Background: an optimization exercise with open tools, aiming at small area, a short achievable clock period and few clock cycles. Do not read the settings as production practice. At most, simulation tests tie the RTL to the original design; equivalence was not proved. Power figures rest on the tool's default switching activity, not on a simulated workload.

JK:
## la_capture
module la_capture #(
   parameter  int DATA_W = 18,
   parameter  int DEPTH  = 256,
   localparam int AW     = $clog2(DEPTH)
) (
   input  logic              clk_i,
   input  logic              rst_i,
   input  logic [DATA_W-1:0] data_i,
   input  logic              trig_i,
   input  logic [1:0]        trig_mode_i,
   input  logic [AW-1:0]     pretrig_i,
   input  logic              arm_i,
   input  logic [7:0]        trig_cnt_i,
   output logic              armed_o,
   output logic              triggered_o,
   output logic              done_o,
   output logic              rd_valid_o,
   input  logic              rd_ready_i,
   output logic [DATA_W-1:0] rd_data_o,
   output logic              rd_last_o
);
   localparam int NTAP = 8;
   localparam int TW   = $clog2(NTAP);
   localparam int SW   = AW - TW;           
   localparam logic [1:0] TRIG_LEVEL_HIGH = 2'd0;
   localparam logic [1:0] TRIG_LEVEL_LOW  = 2'd1;
   localparam logic [1:0] TRIG_RISING     = 2'd2;
   localparam logic [1:0] TRIG_FALLING    = 2'd3;
   function automatic logic trigMatch(input logic [1:0] mode,
                                      input logic       cur,
                                      input logic       prev);
      case (mode)
         TRIG_LEVEL_HIGH: trigMatch = cur;
         TRIG_LEVEL_LOW:  trigMatch = ~cur;
         TRIG_RISING:     trigMatch = cur & ~prev;
         TRIG_FALLING:    trigMatch = ~cur & prev;
         default:         trigMatch = 1'b0;
      endcase
   endfunction
   logic          armed_q, pre_q, wait_q, post_q, done_q;
   logic [1:0]    mode_q;
   logic [AW-1:0] pretrig_q;
   logic [AW-1:0] cnt_q;         
   logic          trigPrev_q;
   logic          triggered_q;
   logic          waitMatch, fire, preEnd, postEnd, capEnd;
   logic [7:0]    matchLeft_q;   
   assign fire = waitMatch && (matchLeft_q[7:1] == 7'd0);
   always_ff @(posedge clk_i) begin
      if (rst_i) begin
         matchLeft_q <= 8'd0;
      end else if (arm_i) begin
         matchLeft_q <= trig_cnt_i;
      end else if (waitMatch) begin
         matchLeft_q <= matchLeft_q - 8'd1;
      end
   end
   assign waitMatch = wait_q && !arm_i && trigMatch(mode_q, trig_i, trigPrev_q);
  ...
==> module la_capture, before the edit <==
module la_capture #(
   parameter  int DATA_W = 18,
   parameter  int DEPTH  = 256,
   localparam int AW     = $clog2(DEPTH)
) (
   input  logic              clk_i,
   input  logic              rst_i,
   input  logic [DATA_W-1:0] data_i,
   input  logic              trig_i,
   input  logic [1:0]        trig_mode_i,
   input  logic [AW-1:0]     pretrig_i,
   input  logic              arm_i,
   input  logic [7:0]        trig_cnt_i,
   output logic              armed_o,
   output logic              triggered_o,
   output logic              done_o,
   output logic              rd_valid_o,
   input  logic              rd_ready_i,
   output logic [DATA_W-1:0] rd_data_o,
   output logic              rd_last_o
);
   localparam int NTAP = 8;
   localparam int TW   = $clog2(NTAP);
   localparam int SW   = AW - TW;           
   localparam logic [1:0] TRIG_LEVEL_HIGH = 2'd0;
   localparam logic [1:0] TRIG_LEVEL_LOW  = 2'd1;
   localparam logic [1:0] TRIG_RISING     = 2'd2;
   localparam logic [1:0] TRIG_FALLING    = 2'd3;
   function automatic logic trigMatch(input logic [1:0] mode,
                                      input logic       cur,
                                      input logic       prev);
      case (mode)
         TRIG_LEVEL_HIGH: trigMatch = cur;
         TRIG_LEVEL_LOW:  trigMatch = ~cur;
         TRIG_RISING:     trigMatch = cur & ~prev;
         TRIG_FALLING:    trigMatch = ~cur & prev;
         default:         trigMatch = 1'b0;
      endcase
   endfunction
   logic          armed_q, pre_q, wait_q, post_q, done_q;
   logic [1:0]    mode_q;
   logic [AW-1:0] pretrig_q;
   logic [AW-1:0] cnt_q;         
   logic          trigPrev_q;
   logic          triggered_q;
   logic          waitMatch, fire, preEnd, postEnd, capEnd;
   logic [7:0]    matchLeft_q;   
   assign fire = waitMatch && (matchLeft_q[7:1] == 7'd0);
   always_ff @(posedge clk_i) begin
      if (rst_i) begin
         matchLeft_q <= 8'd0;
      end else if (arm_i) begin
         matchLeft_q <= trig_cnt_i;
      end else if (waitMatch) begin
         matchLeft_q <= matchLeft_q - 8'd1;
      end
   end
   assign waitMatch = wait_q && !arm_i && trigMatch(mode_q, trig_i, trigPrev_q);
   assign preEnd    = pre_q && (cnt_q == AW'(1));
   assign postEnd   = post_q && (cnt_q == AW'(1));
   assign capEnd    = !arm_i && (postEnd || (fire && (&pretrig_q)));
   logic [AW-1:0]     pos_q;       
   logic [AW-1:0]     next_q;      
   logic              rdValid_q, rdLast_q;
   logic [DATA_W-1:0] rdData_q, rdHold_q;
   logic [NTAP*DATA_W-1:0] taps;
   logic [DATA_W-1:0] tapWord;
   logic              canLoad, load, xfer;
   la_capture_ram #(
      .DATA_W (DATA_W),
      .DEPTH  (DEPTH),
      .NTAP   (NTAP)
   ) u_ram (
      .clk_i   (clk_i),
      .cap_i   (armed_q),
      .wdata_i (data_i),
      .taps_o  (taps)
   );
   assign tapWord = taps[pos_q[AW-1 -: TW]*DATA_W +: DATA_W];
   assign xfer    = rdValid_q && rd_ready_i;
   assign canLoad = done_q && !rdLast_q && (pos_q[SW-1:0] == SW'((1 << SW) - 2));
   assign load    = canLoad && (!rdValid_q || rd_ready_i);
   always_ff @(posedge clk_i) begin
      if (rst_i) begin
         armed_q     <= 1'b0;
         pre_q       <= 1'b0;
         wait_q      <= 1'b0;
         post_q      <= 1'b0;
         done_q      <= 1'b0;
         triggered_q <= 1'b0;
         mode_q      <= TRIG_LEVEL_HIGH;
         pretrig_q   <= '0;
         cnt_q       <= '0;
      end else if (arm_i) begin
         armed_q     <= 1'b1;
         pre_q       <= (pretrig_i != '0);
         wait_q      <= (pretrig_i == '0);
         post_q      <= 1'b0;
         done_q      <= 1'b0;
         triggered_q <= 1'b0;
         mode_q      <= trig_mode_i;
         pretrig_q   <= pretrig_i;
         cnt_q       <= pretrig_i;
      end else begin
         if (pre_q) begin
            cnt_q <= cnt_q - AW'(1);
            if (preEnd) begin
               pre_q  <= 1'b0;
               wait_q <= 1'b1;
            end
         end
         if (fire) begin
            triggered_q <= 1'b1;
            wait_q      <= 1'b0;
            post_q      <= !(&pretrig_q);
            cnt_q       <= ~pretrig_q;
         end
         if (post_q) begin
            cnt_q <= cnt_q - AW'(1);
            if (postEnd) post_q <= 1'b0;
         end
         if (capEnd) begin
            armed_q <= 1'b0;
            done_q  <= 1'b1;
         end
         if (xfer && rdLast_q) begin
            done_q <= 1'b0;
         end
      end
   end
   always_ff @(posedge clk_i) begin
      if (rst_i) begin
         trigPrev_q <= 1'b0;
      end else begin
         trigPrev_q <= trig_i;
      end
   end
   always_ff @(posedge clk_i) begin
      if (rst_i || arm_i) begin
         rdValid_q <= 1'b0;
         rdLast_q  <= 1'b0;
      end else if (capEnd) begin
         rdValid_q <= 1'b1;
         rdLast_q  <= 1'b0;
      end else if (!rdValid_q || rd_ready_i) begin
         rdValid_q <= load;
         rdLast_q  <= load && (&next_q);
      end
   end
   always_ff @(posedge clk_i) begin
      if (!rdValid_q || rd_ready_i) begin
         rdHold_q <= tapWord;
      end
   end
   always_ff @(posedge clk_i) begin
      rdData_q <= (!rdValid_q || rd_ready_i) ? tapWord : rdHold_q;
   end
   always_ff @(posedge clk_i) begin
      if (!done_q) begin
         pos_q  <= AW'(DEPTH - 2);
         next_q <= AW'(1);
      end else if (load) begin
         next_q <= next_q + AW'(1);
      end else begin
         pos_q <= (pos_q == AW'(DEPTH - 2)) ? '0 : pos_q + AW'(1);
      end
   end
   assign armed_o     = armed_q;
   assign triggered_o = triggered_q;
   assign done_o      = done_q;
   assign rd_valid_o  = rdValid_q;
   assign rd_data_o   = rdData_q;
   assign rd_last_o   = rdLast_q;
endmodule
clock: 6.0 ns
lec_check: 0
cap_margin: 20
core_margin: 2
core_utilization: 65
cts_cluster_diameter: 60
cts_cluster_size: 30
setup_slack_margin: 4
slew_margin: 20
run.sh (not shown) runs the stock make flow with config.mk's settings and CLKGATE_MAP_FILE= SYNTH_SCRIPT=/design/flow/synth_recipe.tcl, a recipe that flattens the netlist after the stock synthesis.
Edits applied to the flow inputs when going from JK to MS:
--- a/flow/design.v
+++ b/flow/design.v
@@ -170,5 +170,5 @@
    end
    always_ff @(posedge clk_i) begin
-      if (!rdValid_q || rd_ready_i) begin
+      if (!done_q || load) begin
          rdHold_q <= tapWord;
       end
### Flow results
- Per-cell via count in the routed design up 0.85% in MS wrt JK
- NOTE internal power component JK->MS increased slightly
- Portion of the post-synthesis area used by sequential elements in MS is 0.24 points lower than in JK
- Flip-flop and latch count | MS above JK
- MS and JK ended up with nearly the same worst setup slack for register-to-register paths.
- Delta (MS minus JK): mean instance size in the synthesized netlist lost about 0.9%; final cell count increased by 76 relative to the old numbers; synthesized cell count higher.
Testbench counts of MS, summed over its fixed seeds: cycles 12,628.
No functional check of the RTL was part of JK.

[re-timing with driven ports]
The flow's constraints put no driver on any port. The routed layouts listed below were extracted and timed again, unchanged, in two steps.
Step 1: set_driving_cell puts a clkbuf_16 on clk_i and a buf_2 on each other input, an assumption about the parent block.
Step 2 adds t to the input delays and takes it off the output delays; t is the mean of the earliest and latest rising clock arrival at the registers after step 1. Input paths then give back, and output paths get back, about the clock's delay inside the block.
a / b / c = ideal / step 1 / step 2; a / b = the first two.
| run | t, ns | setup slack, ns | worst data-port slew with drivers (ns) |
|---|---|---|---|
| JK | 0.867 | 3.322 / 3.249 / 3.211 | 0.15 |
| MS | 0.872 | 3.429 / 3.355 / 2.918 | 0.25 |
After both steps setup and hold are still met in every run listed. The setup slack of MS, which loses most, moves by -0.074 ns with the drivers and by -0.511 ns with both steps.
